Background: an optimization exercise with open tools, aiming at small area. Do not read the settings as production practice.
Where RTL was checked, it was by simulation tests only, not by an equivalence proof against the original.

==> inputs of job 9922 <==
==> flow/design.v <==
package regfile_scoreboard_pkg;
  localparam int DATA_W  = 32;
  localparam int ADDR_W  = 5;
  localparam int CNT_W   = 2;
  localparam int NREGS   = 2 ** ADDR_W;
  localparam int CNT_MAX = (2 ** CNT_W) - 1;
  typedef logic [DATA_W-1:0] data_t;
  typedef logic [ADDR_W-1:0] reg_idx_t;
  typedef logic [CNT_W-1:0]  cnt_t;
  localparam reg_idx_t REG_ZERO  = '0;
  localparam cnt_t     CNT_ONE   = cnt_t'(1);
  localparam cnt_t     CNT_LIMIT = cnt_t'(CNT_MAX);
endpackage
module wb_scoreboard (
  input  logic     clk,
  input  logic     reset,
  input  logic     we,
  input  regfile_scoreboard_pkg::reg_idx_t write_reg,
  input  logic     issue_valid,
  input  logic     issue_writes,
  input  regfile_scoreboard_pkg::reg_idx_t issue_reg,
  input  regfile_scoreboard_pkg::reg_idx_t read_reg1,
  input  regfile_scoreboard_pkg::reg_idx_t read_reg2,
  input  logic     src1_used,
  input  logic     src2_used,
  output logic     stall,
  output logic     err_underflow
);
  regfile_scoreboard_pkg::cnt_t             cnt [regfile_scoreboard_pkg::NREGS];
  logic [regfile_scoreboard_pkg::NREGS-1:0] underflow;
  logic             iss;
  logic             haz1, haz2, dst_full;
  assign cnt[0]       = '0;
  assign underflow[0] = 1'b0;
  for (genvar g = 1; g < regfile_scoreboard_pkg::NREGS; g++) begin : g_cnt
    regfile_scoreboard_pkg::cnt_t cnt_r;
    logic iss_hit, ret_hit;
    assign iss_hit      = iss && (issue_reg == regfile_scoreboard_pkg::reg_idx_t'(g));
    assign ret_hit      = we && (write_reg == regfile_scoreboard_pkg::reg_idx_t'(g));
    assign underflow[g] = ret_hit && !iss_hit && (cnt_r == '0);
    assign cnt[g]       = cnt_r;
    always_ff @(posedge clk) begin
      if (reset) begin
        cnt_r <= '0;
      end else if (iss_hit && !ret_hit) begin
        cnt_r <= cnt_r + regfile_scoreboard_pkg::CNT_ONE;
      end else if (ret_hit && !iss_hit && cnt_r != '0) begin
        cnt_r <= cnt_r - regfile_scoreboard_pkg::CNT_ONE;
      end
    end
  end
  always_comb begin
    haz1     = 1'b0;
    haz2     = 1'b0;
    dst_full = 1'b0;
    if (src1_used && read_reg1 != regfile_scoreboard_pkg::REG_ZERO)
      haz1 = (cnt[read_reg1] > regfile_scoreboard_pkg::CNT_ONE) ||
             (cnt[read_reg1] == regfile_scoreboard_pkg::CNT_ONE && !(we && write_reg == read_reg1));
    if (src2_used && read_reg2 != regfile_scoreboard_pkg::REG_ZERO)
      haz2 = (cnt[read_reg2] > regfile_scoreboard_pkg::CNT_ONE) ||
             (cnt[read_reg2] == regfile_scoreboard_pkg::CNT_ONE && !(we && write_reg == read_reg2));
    if (issue_writes)
      dst_full = (cnt[issue_reg] == regfile_scoreboard_pkg::CNT_LIMIT) && !(we && write_reg == issue_reg);
  end
  assign stall = issue_valid && (haz1 || haz2 || dst_full);
  assign iss   = issue_valid && issue_writes && (issue_reg != regfile_scoreboard_pkg::REG_ZERO) && !stall;
  always_ff @(posedge clk) begin
    if (reset)
      err_underflow <= 1'b0;
    else if (|underflow)
      err_underflow <= 1'b1;
  end
endmodule
module regfile_scoreboard (
  input  logic                 clk,
  input  logic                 reset,
  input  logic [31:0]          WriteData,
  input  logic [4:0]           WriteReg,
  input  logic                 RegWrite,
  input  logic [4:0]           ReadReg1,
  input  logic [4:0]           ReadReg2,
  input  logic                 Src1Used,
  input  logic                 Src2Used,
  input  logic                 IssueValid,
  input  logic                 IssueWrites,
  input  logic [4:0]           IssueReg,
  output logic [31:0]          ReadData1,
  output logic [31:0]          ReadData2,
  output logic                 Stall,
  output logic                 ErrUnderflow
);
  regfile_scoreboard_pkg::data_t rf [regfile_scoreboard_pkg::NREGS];
  logic  we;
  assign we = RegWrite && (WriteReg != regfile_scoreboard_pkg::REG_ZERO);
  always_ff @(posedge clk) begin
    if (reset) begin
      for (int i = 0; i < regfile_scoreboard_pkg::NREGS; i++)
        rf[i] <= '0;
    end
    else if (we)
      rf[WriteReg] <= WriteData;
  end
  always_comb begin
    ReadData1 = '0;
    if (ReadReg1 != regfile_scoreboard_pkg::REG_ZERO)
      ReadData1 = (we && WriteReg == ReadReg1) ? WriteData
                                               : rf[ReadReg1];
    ReadData2 = '0;
    if (ReadReg2 != regfile_scoreboard_pkg::REG_ZERO)
      ReadData2 = (we && WriteReg == ReadReg2) ? WriteData
                                               : rf[ReadReg2];
  end
  wb_scoreboard u_sb (
    .clk           (clk),
    .reset         (reset),
    .we            (we),
    .write_reg     (WriteReg),
    .issue_valid   (IssueValid),
    .issue_writes  (IssueWrites),
    .issue_reg     (IssueReg),
    .read_reg1     (ReadReg1),
    .read_reg2     (ReadReg2),
    .src1_used     (Src1Used),
    .src2_used     (Src2Used),
    .stall         (Stall),
    .err_underflow (ErrUnderflow)
  );
endmodule
==> flow/run.sh <==
#!/bin/bash
# synth_recipe.tcl (not shown) runs the flow's synth.tcl, then flattens the netlist and writes it again
# the make line also repeats each setting of config.mk as NAME=value (left out here)
make -C /OpenROAD-flow-scripts/flow DESIGN_CONFIG=/design/flow/config.mk WORK_HOME=/design/flow/orfs CLKGATE_MAP_FILE= SYNTH_SCRIPT=/design/flow/synth_recipe.tcl finish
==> flow/config.mk <==
export PLATFORM = sky130hd
export DESIGN_NAME = regfile_scoreboard
export DESIGN_NICKNAME = regfile_scoreboard
export VERILOG_FILES = /design/flow/design.v
export SDC_FILE = /design/flow/constraint.sdc
export NUM_CORES = 4
export LEC_CHECK = 0
export CAP_MARGIN = 20
export CORE_MARGIN = 2
export CORE_UTILIZATION = 40
export SLEW_MARGIN = 20
==> flow/constraint.sdc <==
create_clock -name core_clock -period 5.5 [get_ports {clk}]
set_input_delay 1.1000 -clock core_clock [delete_from_list [all_inputs] [get_ports {clk}]]
set_output_delay 1.1000 -clock core_clock [all_outputs]
set_load 0.01 [all_outputs]
==> inputs of job 1266, as changes to job 9922 <==
==> flow/design.v, changed modules only <==
module wb_scoreboard (
  input  logic     clk,
  input  logic     reset,
  input  logic     we,
  input  logic [regfile_scoreboard_pkg::NREGS-1:0] wdec,
  input  regfile_scoreboard_pkg::reg_idx_t write_reg,
  input  logic [regfile_scoreboard_pkg::NREGS-1:0] dec1,
  input  logic [regfile_scoreboard_pkg::NREGS-1:0] dec2,
  input  logic     byp1,
  input  logic     byp2,
  input  logic     issue_valid,
  input  logic     issue_writes,
  input  regfile_scoreboard_pkg::reg_idx_t issue_reg,
  input  logic     src1_used,
  input  logic     src2_used,
  output logic     stall,
  output logic     err_underflow
);
  localparam int NREGS = regfile_scoreboard_pkg::NREGS;
  logic [NREGS-1:0] idec;    
  logic [NREGS-1:0] c_hi;    
  logic [NREGS-1:0] c_lo;    
  logic [NREGS-1:0] empty;   
  logic [NREGS-1:0] iss_v;   
  logic             iss, bypi;
  logic             hi1, lo1, hi2, lo2, full3, empty_w;
  logic             haz1, haz2, dst_full;
  always_comb begin
    idec = '0;
    for (int i = 1; i < NREGS; i++)
      idec[i] = (issue_reg == 5'(i));
  end
  assign c_hi[0]  = 1'b0;
  assign c_lo[0]  = 1'b0;
  assign empty[0] = 1'b1;
  for (genvar g = 1; g < NREGS; g++) begin : g_cnt
    regfile_scoreboard_pkg::cnt_t cnt_r;
    assign c_hi[g]  = cnt_r[1];
    assign c_lo[g]  = cnt_r[0];
    assign empty[g] = (cnt_r == '0);
    always_ff @(posedge clk) begin
      if (reset) begin
        cnt_r <= '0;
      end else if (iss_v[g] && !wdec[g]) begin
        cnt_r <= cnt_r + regfile_scoreboard_pkg::CNT_ONE;
      end else if (wdec[g] && !iss_v[g] && !empty[g]) begin
        cnt_r <= cnt_r - regfile_scoreboard_pkg::CNT_ONE;
      end
    end
  end
  assign hi1   = |(dec1 & c_hi);
  assign lo1   = |(dec1 & c_lo);
  assign hi2   = |(dec2 & c_hi);
  assign lo2   = |(dec2 & c_lo);
  assign full3 = |(idec & c_hi & c_lo);
  assign bypi     = we && (write_reg == issue_reg);
  assign haz1     = src1_used && (hi1 || (lo1 && !byp1));
  assign haz2     = src2_used && (hi2 || (lo2 && !byp2));
  assign dst_full = issue_writes && full3 && !bypi;
  assign stall = issue_valid && (haz1 || haz2 || dst_full);
  assign iss   = issue_valid && issue_writes && !stall;
  assign iss_v = {NREGS{iss}} & idec;
  assign empty_w = |(wdec & empty);
  always_ff @(posedge clk) begin
    if (reset)
      err_underflow <= 1'b0;
    else if (empty_w && !(iss && bypi))
      err_underflow <= 1'b1;
  end
endmodule
module regfile_scoreboard (
  input  logic                 clk,
  input  logic                 reset,
  input  logic [31:0]          WriteData,
  input  logic [4:0]           WriteReg,
  input  logic                 RegWrite,
  input  logic [4:0]           ReadReg1,
  input  logic [4:0]           ReadReg2,
  input  logic                 Src1Used,
  input  logic                 Src2Used,
  input  logic                 IssueValid,
  input  logic                 IssueWrites,
  input  logic [4:0]           IssueReg,
  output logic [31:0]          ReadData1,
  output logic [31:0]          ReadData2,
  output logic                 Stall,
  output logic                 ErrUnderflow
);
  localparam int NREGS = regfile_scoreboard_pkg::NREGS;
  logic             we;
  logic [NREGS-1:0] wdec;    
  logic [NREGS-1:0] dec1;    
  logic [NREGS-1:0] dec2;    
  logic             byp1, byp2;
  logic [31:0]      wd_g;    
  assign we = RegWrite && (WriteReg != regfile_scoreboard_pkg::REG_ZERO);
  always_comb begin
    wdec = '0;
    dec1 = '0;
    dec2 = '0;
    for (int i = 1; i < NREGS; i++) begin
      wdec[i] = we && (WriteReg == 5'(i));
      dec1[i] = (ReadReg1 == 5'(i));
      dec2[i] = (ReadReg2 == 5'(i));
    end
  end
  assign wd_g = reset ? '0 : WriteData;
  regfile_scoreboard_pkg::data_t rf [1:NREGS-1];
  for (genvar g = 1; g < NREGS; g++) begin : g_reg
    always_ff @(posedge clk) begin
      if (reset || wdec[g])
        rf[g] <= wd_g;
    end
  end
  assign byp1 = we && (WriteReg == ReadReg1);
  assign byp2 = we && (WriteReg == ReadReg2);
  logic [31:0] st1, st2;
  always_comb begin
    st1 = '0;
    st2 = '0;
    for (int i = 1; i < NREGS; i++) begin
      st1 = st1 | ({32{dec1[i]}} & rf[i]);
      st2 = st2 | ({32{dec2[i]}} & rf[i]);
    end
  end
  assign ReadData1 = byp1 ? WriteData : st1;
  assign ReadData2 = byp2 ? WriteData : st2;
  wb_scoreboard u_sb (
    .clk           (clk),
    .reset         (reset),
    .we            (we),
    .wdec          (wdec),
    .write_reg     (WriteReg),
    .dec1          (dec1),
    .dec2          (dec2),
    .byp1          (byp1),
    .byp2          (byp2),
    .issue_valid   (IssueValid),
    .issue_writes  (IssueWrites),
    .issue_reg     (IssueReg),
    .src1_used     (Src1Used),
    .src2_used     (Src2Used),
    .stall         (Stall),
    .err_underflow (ErrUnderflow)
  );
endmodule
==> flow/flow/run.sh (new file) <==
#!/bin/bash
# Own layout flow: the standard synthesis and ORFS steps, with plain
# buffers on the ports, a clock tree of mid-size buffers without dummy loads
# and area recovery after global routing. Each step's output goes to a log
# file of its own in the work folder (ORFS's per-stage logs are under orfs/).
set -euo pipefail
bash standard.sh synth > synth.log 2>&1
bash standard.sh finish \
  "BUFFER_PORTS_ARGS=-buffer_cell sky130_fd_sc_hd__buf_2" \
  "CTS_ARGS=-sink_clustering_enable -repair_clock_nets -dont_use_dummy_load -sink_clustering_size 24 -sink_clustering_max_diameter 80 -buf_list sky130_fd_sc_hd__clkbuf_4 sky130_fd_sc_hd__clkbuf_8" \
  MATCH_CELL_FOOTPRINT=0 \
  RECOVER_POWER=100 \
  > layout.log 2>&1
==> flow/standard.sh (new file) <==
#!/bin/bash
# synth_recipe.tcl (not shown) runs the flow's synth.tcl, then flattens the netlist and writes it again
# the make line also repeats each setting of config.mk as NAME=value (left out here)
make -C /OpenROAD-flow-scripts/flow DESIGN_CONFIG=/design/flow/config.mk WORK_HOME=/design/flow/orfs CLKGATE_MAP_FILE= SYNTH_SCRIPT=/design/flow/synth_recipe.tcl "${@:-finish}"
Settings changed: CORE_UTILIZATION 40 to 65, GPL_TIMING_DRIVEN set to 0, PLACE_DENSITY set to 0.72.
removed: flow/run.sh
==> comparison table <==
|  | job 1266 | job 9922 |
|---|---|---|
| Result of the run | did not finish | finished clean |
| Stage where the flow stopped | clock tree synthesis | - |
| Summed instance area of the synthesized netlist | 48510 um^2 | 61030 um^2 |
| Chip height | 277.2 um | 394.6 um |
| Register bit total from synthesis | 1055 | 1087 |
| Die span in x | 277.2 um | 394.6 um |
| Post-Place Setup Slack | -1.320 ns | -0.1838 ns |
| Area after detailed placement | 52340 um^2 | 66430 um^2 |
| Area share of the largest cell type after synthesis | 0.6141 | 0.5038 |
| Compound-Gate Fraction of Synth Area | 0.2053 | 0.04184 |
| Post-synthesis cell count | 3752 | 4183 |
| Total of buffers placed on input and output ports | 115 | 124 |
| Netlist cell types | 75 | 95 |
| Post-synthesis mux area share | 0.005829 | 0.2525 |
| Basic-gate share of the synthesized area counting and, or, nand and nor cells | 0.1160 | 0.1494 |
| Starting density of the core | 0.6538 | 0.4022 |
| Final GP Congestion | 1.215 | 0.9419 |
| Row Count | 100 | 143 |
| Half-perimeter wire length after detailed placement | 189.2 mm | 134.4 mm |
| Share of the yosys chip area belonging to registers | 0.6400 | 0.5245 |
| Post-synth EDFFs | 992 | 1024 |
| Inst Count DP | 4921 | 6208 |
| Xor/xnor share of the synthesized area | 0.002708 | 0.002440 |
The RTL of job 1266 was laid out without a check of its function.

-- what the ideal ports hide --
How much do the figures lean on ideal ports? The routed layout below was timed once more, with nothing changed but the port constraints. Step 1: set_driving_cell puts a clkbuf_16 on clk and a buf_2 on each other input, an assumption about the parent block. Step 2, shift: input delay + t, output delay - t, t = (earliest + latest rising clock arrival at the registers) / 2. This alone moves slack from input paths to output paths. Three values: ideal ports, drivers, drivers and shift; two values: the first two.
run: job 9922
t (ns): 0.809
setup WS [ns]: 0.094 / 0.073 / 0.073
pins driven straight from the clock port: 1
After both steps setup and hold are still met in job 9922. For job 9922, drivers alone change the setup slack by -0.021 ns; drivers and shift together by -0.021 ns.
